Background: an optimization exercise with open tools, aiming at small area, a short achievable clock period and few clock cycles. Do not read the settings as production practice. Only simulation tests tie the RTL to the original design; equivalence was not proved. Power and IR drop assume default switching activity.

Design poll_pulse_width_key_responder_top, start of the top module:
module poll_pulse_width_key_responder_top #(
   parameter int unsigned FIFO_DEPTH = 16
) (
   input  wire logic        clock,
   input  wire logic        reset,
   input  wire logic        req_tvalid,
   output logic             req_tready,
   input  wire logic [7:0]  req_tdata,    
   input  wire logic [1:0]  req_tuser,    
   output logic             rsp_tvalid,
   input  wire logic        rsp_tready,
   output logic [15:0]      rsp_tdata,    
   input  wire logic        csr_valid,
   output logic             csr_ready,
   input  wire logic [2:0]  csr_index,
   input  wire logic [15:0] csr_data
);
   localparam int unsigned CW = $clog2(FIFO_DEPTH + 1);
   pwkr_pkg::cfg_type          cfg;
   logic [5:0]                 cfg_nz;
   logic                       push, pop, full, empty;
   logic [pwkr_pkg::KEY_W-1:0] head_key, push_key;
   logic [CW-1:0]              count, count_next;
   pwkr_csr u_csr (
      .clock     (clock),
      .reset     (reset),
      .csr_valid (csr_valid),
      .csr_ready (csr_ready),
  ...
Size: about 290 flip-flops, roughly 53 I/O pins.
==> module pwkr_core, before the edit <==
module pwkr_core #(
   parameter int unsigned FIFO_DEPTH = 16,
   localparam int unsigned CW = $clog2(FIFO_DEPTH + 1)
) (
   input  wire logic                        clock,
   input  wire logic                        reset,
   input  pwkr_pkg::cfg_type                cfg,
   input  wire logic [5:0]                  cfg_nz,
   input  wire logic                        req_tvalid,
   output logic                             req_tready,
   input  wire logic [pwkr_pkg::KEY_W-1:0]  req_tdata,
   input  wire logic [1:0]                  req_tuser,
   output logic                             rsp_tvalid,
   input  wire logic                        rsp_tready,
   output logic [pwkr_pkg::RSP_W-1:0]       rsp_tdata,
   output logic                             fifo_push,
   output logic                             fifo_pop,
   input  wire logic                        fifo_full,
   input  wire logic                        fifo_empty,
   input  wire logic [pwkr_pkg::KEY_W-1:0]  fifo_head_key,
   input  wire logic [CW-1:0]               fifo_count_next,
   output logic [pwkr_pkg::KEY_W-1:0]       push_key
);
   localparam logic [1:0] PH_IDLE = 2'd0;
   localparam logic [1:0] PH_TURN = 2'd1;
   localparam logic [1:0] PH_LOW  = 2'd2;
   localparam logic [1:0] PH_HIGH = 2'd3;
   logic                       in_v, in_tick, in_poll, in_push;
   logic [pwkr_pkg::KEY_W-1:0] in_key;
   logic                       a_v, b_v, ready_q, valid_q;
   logic [8:0]                 a_d, out_d, rsp_new, a_new;
   logic                       b_drop;
   logic                       fire, a_free, hold_in;
   logic                       in_v_n, a_v_n, b_v_n;
   assign fire       = in_v && !b_v;
   assign hold_in    = in_v && b_v;
   assign a_free     = !a_v || rsp_tready;
   assign req_tready = ready_q;
   assign rsp_tvalid = valid_q;
   assign rsp_tdata  = {7'd0, out_d};
   assign push_key   = in_key;
   assign a_new  = {b_v ? b_drop : rsp_new[8], rsp_new[7:0]};
   assign in_v_n = hold_in || req_tvalid;
   assign a_v_n  = a_free ? (b_v || fire) : 1'b1;
   assign b_v_n  = a_free ? 1'b0 : (b_v || fire);
   always_ff @(posedge clock) begin
      if (reset) begin
         in_v    <= 1'b0;
         a_v     <= 1'b0;
         b_v     <= 1'b0;
         ready_q <= 1'b1;
         valid_q <= 1'b0;
      end else begin
         in_v    <= in_v_n;
         a_v     <= a_v_n;
         b_v     <= b_v_n;
         ready_q <= !(in_v_n && b_v_n);
         valid_q <= a_v_n;
      end
   end
   always_ff @(posedge clock) begin
      if (!hold_in) begin
         in_tick <= (req_tuser == 2'd0);
         in_poll <= (req_tuser == 2'd1);
         in_push <= (req_tuser == 2'd2);
         in_key  <= req_tdata;
      end
      a_d   <= a_free ? a_new : out_d;
      out_d <= a_free ? a_new : a_d;
      if (!b_v)   b_drop <= rsp_new[8];
   end
   logic [1:0]                    ph, ph_n;
   logic [pwkr_pkg::LEN_W-1:0]    tmr, tmr_n;
   logic [7:0]                    fr, fr_n, rem, rem_n;
   logic                          cb, cb_n;
   logic [pwkr_pkg::WINDOW_W-1:0] since, since_n;
   logic                          lt, lt_n;
   logic nzl0, nzh0, nzl1, nzh1, nzt, ab, cd, mixed, wnz;
   assign nzl0  = cfg_nz[0];
   assign nzh0  = cfg_nz[1];
   assign nzl1  = cfg_nz[2];
   assign nzh1  = cfg_nz[3];
   assign nzt   = cfg_nz[4];
   assign ab    = nzl0 || nzh0;
   assign cd    = nzl1 || nzh1;
   assign mixed = ab && cd;
   assign wnz   = cfg_nz[5];
   function automatic logic [9:0] search(input logic [7:0] f, input logic [7:0] r,
                                         input logic ab_i, input logic cd_i,
                                         input logic mixed_i);
      logic [7:0] cand, lo, pre;
      logic       any, fb;
      cand   = r & ((f & {8{cd_i}}) | (~f & {8{ab_i}}));
      any    = |cand;
      lo     = r & ~{r[6:0], 1'b0};
      fb     = mixed_i ? |(lo & f) : cd_i;
      pre[0] = 1'b0;
      for (int j = 1; j < 8; j++) pre[j] = pre[j-1] | cand[j-1];
      search = {any, fb, r & pre};
   endfunction
   logic                       op_tick, op_poll, op_push, expire, dropped, start;
   logic [7:0]                 frame;
   logic [9:0]                 s_res;
   assign op_tick = fire && in_tick;
   assign op_poll = fire && in_poll && (ph == PH_IDLE);
   assign op_push = fire && in_push;
   assign expire  = (tmr == 10'd1);
   assign start   = lt || !fifo_empty;
   assign frame   = lt ? cfg.status : fifo_head_key;
   assign s_res   = search(fr_n, rem, ab, cd, mixed);
   assign fifo_push = op_push && !fifo_full;
   assign fifo_pop  = op_poll && !lt && !fifo_empty;
   assign dropped   = op_push && fifo_full;
   logic tick_act, ld_turn, ld_len, go_idle, l_bit, l_high;
   logic [pwkr_pkg::LEN_W-1:0] l_len;
   assign tick_act = op_tick && (ph != PH_IDLE);
   assign fr_n     = op_poll ? frame : fr;
   always_comb begin
      logic to_h, s_go, p_go;
      to_h = (ph == PH_LOW) && (cb ? nzh1 : nzh0);
      s_go = tick_act && expire && !to_h && s_res[9];
      p_go = op_poll && start && !nzt && s_res[9];
      ld_turn = op_poll && start && nzt;
      ld_len  = (tick_act && expire && (to_h || s_res[9])) || p_go;
      go_idle = (tick_act && expire && !to_h && !s_res[9]);
      l_bit   = (!op_poll && to_h) ? cb : s_res[8];
      l_high  = (tick_act && to_h) || !(l_bit ? nzl1 : nzl0);
      l_len   = l_bit ? (l_high ? cfg.one_high : cfg.one_low)
                      : (l_high ? cfg.zero_high : cfg.zero_low);
      ph_n  = ld_turn ? PH_TURN : ld_len ? {1'b1, l_high} : go_idle ? PH_IDLE : ph;
      tmr_n = ld_turn ? cfg.turnaround : ld_len ? l_len
            : (tick_act && !expire) ? tmr - 1'b1 : tmr;
      rem_n = (ld_turn || go_idle) ? 8'hFF : (s_go || p_go) ? s_res[7:0] : rem;
      cb_n  = (s_go || p_go) ? l_bit : cb;
   end
   always_comb begin
      since_n = since;
      if (op_tick) begin
         if (since != pwkr_pkg::SINCE_MAX) since_n = since + 1'b1;
      end else if (op_poll) begin
         since_n = '0;
      end
      lt_n = since_n < cfg.window;
      rsp_new    = '0;
      rsp_new[0] = ph_n[1];
      rsp_new[1] = (ph_n == PH_HIGH);
      rsp_new[2] = (ph_n != PH_IDLE);
      rsp_new[7:3] = pwkr_pkg::QUEUED_W'(fifo_count_next);
      rsp_new[8] = dropped;
   end
   always_ff @(posedge clock) begin
      if (reset) begin
         ph    <= PH_IDLE;
         rem   <= 8'hFF;
         since <= '0;
         lt    <= 1'b1;
      end else begin
         ph    <= ph_n;
         rem   <= rem_n;
         since <= since_n;
         lt    <= lt_n;
      end
   end
   always_ff @(posedge clock) begin
      tmr <= tmr_n;
      fr  <= fr_n;
      cb  <= cb_n;
   end
endmodule
export LEC_CHECK = 0
export CAP_MARGIN = 20
export CORE_MARGIN = 2
export CORE_UTILIZATION = 40
export CTS_CLUSTER_DIAMETER = 100
export CTS_CLUSTER_SIZE = 25
export SLEW_MARGIN = 20
create_clock -name core_clock -period 13.0 [get_ports {clock}]
standard.sh (not shown) runs the stock make flow with config.mk's settings and CLKGATE_MAP_FILE= SYNTH_SCRIPT=/design/flow/synth_recipe.tcl, a recipe that flattens the netlist after the stock synthesis.
==> flow/flow/run.sh <==
#!/bin/bash
# Layout flow: the standard ORFS flow (standard.sh: unchanged synthesis,
# floorplan, placement, CTS and routing at the design's clock period and
# constraints) with two changes to how the layout is optimised:
#  - repair_timing is asked to leave a larger setup margin, so it sizes the
#    critical paths well below the 13 ns period;
#  - every port still gets its own buffer, but buffer_ports starts from the
#    smallest buffer and lets repair_timing size up the ones that matter.
# make's output goes to standard.log; ORFS keeps each tool's own log under
# orfs/logs/.
set -euo pipefail
MARGIN=${MARGIN:-9.3}
bash standard.sh SETUP_SLACK_MARGIN=$MARGIN \
  "BUFFER_PORTS_ARGS=-buffer_cell sky130_fd_sc_hd__buf_1" finish > standard.log 2>&1
Testbench counts at the start, summed over its fixed seeds: cycles 72,096.
Edit:
--- a/flow/design.v
+++ b/flow/design.v
@@ -164,10 +164,9 @@
    localparam logic [1:0] PH_HIGH = 2'd3;
    logic                       in_v, in_tick, in_poll, in_push;
    logic [pwkr_pkg::KEY_W-1:0] in_key;
    logic                       a_v, b_v, ready_q, valid_q;
-   logic [8:0]                 a_d, out_d, rsp_new, a_new;
-   logic                       b_drop;
+   logic [8:0]                 a_d, b_d, out_d, rsp_new;
    logic                       fire, a_free, hold_in;
    logic                       in_v_n, a_v_n, b_v_n;
    assign fire       = in_v && !b_v;
    assign hold_in    = in_v && b_v;
@@ -175,9 +174,8 @@
    assign req_tready = ready_q;
    assign rsp_tvalid = valid_q;
    assign rsp_tdata  = {7'd0, out_d};
    assign push_key   = in_key;
-   assign a_new  = {b_v ? b_drop : rsp_new[8], rsp_new[7:0]};
    assign in_v_n = hold_in || req_tvalid;
    assign a_v_n  = a_free ? (b_v || fire) : 1'b1;
    assign b_v_n  = a_free ? 1'b0 : (b_v || fire);
    always_ff @(posedge clock) begin
@@ -201,11 +199,11 @@
          in_poll <= (req_tuser == 2'd1);
          in_push <= (req_tuser == 2'd2);
          in_key  <= req_tdata;
       end
-      a_d   <= a_free ? a_new : out_d;
-      out_d <= a_free ? a_new : a_d;
-      if (!b_v)   b_drop <= rsp_new[8];
+      a_d   <= a_free ? (b_v ? b_d : rsp_new) : out_d;
+      out_d <= a_free ? (b_v ? b_d : rsp_new) : a_d;
+      if (!b_v)   b_d <= rsp_new;
    end
    logic [1:0]                    ph, ph_n;
    logic [pwkr_pkg::LEN_W-1:0]    tmr, tmr_n;
    logic [7:0]                    fr, fr_n, rem, rem_n;
@@ -236,39 +234,40 @@
       search = {any, fb, r & pre};
    endfunction
    logic                       op_tick, op_poll, op_push, expire, dropped, start;
    logic [7:0]                 frame;
-   logic [9:0]                 s_res;
+   logic [9:0]                 s_res, p_res;
    assign op_tick = fire && in_tick;
    assign op_poll = fire && in_poll && (ph == PH_IDLE);
    assign op_push = fire && in_push;
    assign expire  = (tmr == 10'd1);
    assign start   = lt || !fifo_empty;
    assign frame   = lt ? cfg.status : fifo_head_key;
-   assign s_res   = search(fr_n, rem, ab, cd, mixed);
+   assign s_res   = search(fr, rem, ab, cd, mixed);
+   assign p_res   = search(frame, 8'hFF, ab, cd, mixed);
    assign fifo_push = op_push && !fifo_full;
    assign fifo_pop  = op_poll && !lt && !fifo_empty;
    assign dropped   = op_push && fifo_full;
    logic tick_act, ld_turn, ld_len, go_idle, l_bit, l_high;
    logic [pwkr_pkg::LEN_W-1:0] l_len;
    assign tick_act = op_tick && (ph != PH_IDLE);
-   assign fr_n     = op_poll ? frame : fr;
    always_comb begin
       logic to_h, s_go, p_go;
       to_h = (ph == PH_LOW) && (cb ? nzh1 : nzh0);
       s_go = tick_act && expire && !to_h && s_res[9];
-      p_go = op_poll && start && !nzt && s_res[9];
+      p_go = op_poll && start && !nzt && p_res[9];
       ld_turn = op_poll && start && nzt;
       ld_len  = (tick_act && expire && (to_h || s_res[9])) || p_go;
       go_idle = (tick_act && expire && !to_h && !s_res[9]);
-      l_bit   = (!op_poll && to_h) ? cb : s_res[8];
+      l_bit   = op_poll ? p_res[8] : (to_h ? cb : s_res[8]);
       l_high  = (tick_act && to_h) || !(l_bit ? nzl1 : nzl0);
       l_len   = l_bit ? (l_high ? cfg.one_high : cfg.one_low)
                       : (l_high ? cfg.zero_high : cfg.zero_low);
       ph_n  = ld_turn ? PH_TURN : ld_len ? {1'b1, l_high} : go_idle ? PH_IDLE : ph;
       tmr_n = ld_turn ? cfg.turnaround : ld_len ? l_len
             : (tick_act && !expire) ? tmr - 1'b1 : tmr;
-      rem_n = (ld_turn || go_idle) ? 8'hFF : (s_go || p_go) ? s_res[7:0] : rem;
+      fr_n  = (op_poll && start) ? frame : fr;
+      rem_n = ld_turn ? 8'hFF : s_go ? s_res[7:0] : p_go ? p_res[7:0] : rem;
       cb_n  = (s_go || p_go) ? l_bit : cb;
    end
    always_comb begin
       since_n = since;
@@ -287,21 +286,20 @@
    end
    always_ff @(posedge clock) begin
       if (reset) begin
          ph    <= PH_IDLE;
-         rem   <= 8'hFF;
          since <= '0;
          lt    <= 1'b1;
       end else begin
          ph    <= ph_n;
-         rem   <= rem_n;
          since <= since_n;
          lt    <= lt_n;
       end
    end
    always_ff @(posedge clock) begin
       tmr <= tmr_n;
       fr  <= fr_n;
+      rem <= rem_n;
       cb  <= cb_n;
    end
 endmodule
 `default_nettype wire
After rerunning: Wire length is lower by 1.1%. Synthesized area is higher by 3.7%. Worst hold slack improved by 0.0082 ns. Via count is higher by 1.3%. Worst setup slack improved by 0.0053 ns. Power is higher by 2.3%. Cell count is higher by 3.9%. Register-to-register slack improved by 0.03 ns. Count of clock-buffer cells in the layout is higher by 1. Sequential power is higher by about 4%. Non-clock buffer count is higher by 6. Final area is higher by 2.2%. Clock skew is higher by 0.0069 ns.
Testbench counts after the change, summed over its fixed seeds: cycles 72,096.

## afterwards: timing with drivers on the ports
Ports are ideal in the flow. The routed layouts listed here were re-timed in OpenROAD.
Step 1 sets driving cells, clkbuf_16 on the clock port and buf_2 on the other inputs (assumed; they add their load-dependent delay and slew).
Step 2 also shifts input and output timing later by t, the mid clock arrival at the registers, as if the neighbouring blocks saw the same clock.
a / b / c = no drivers / after step 1 / after step 2; a / b = the first two.
| run | t, ns | setup WS [ns] | hold slack, ns | worst register clock-pin slew, ns | worst data-port slew with drivers (ns) |
|---|---|---|---|---|---|
| the first run | 0.550 | 9.361 / 9.311 / 8.941 | 0.399 / 0.399 / 0.399 | 0.10 / 0.10 | 0.05 |
| the second run | 0.540 | 9.366 / 9.320 / 8.921 | 0.407 / 0.407 / 0.407 | 0.12 / 0.12 | 0.06 |
After both steps every run listed still meets setup and hold. For the second run, which loses most, drivers alone change the setup slack by -0.046 ns; drivers and shift together by -0.445 ns.
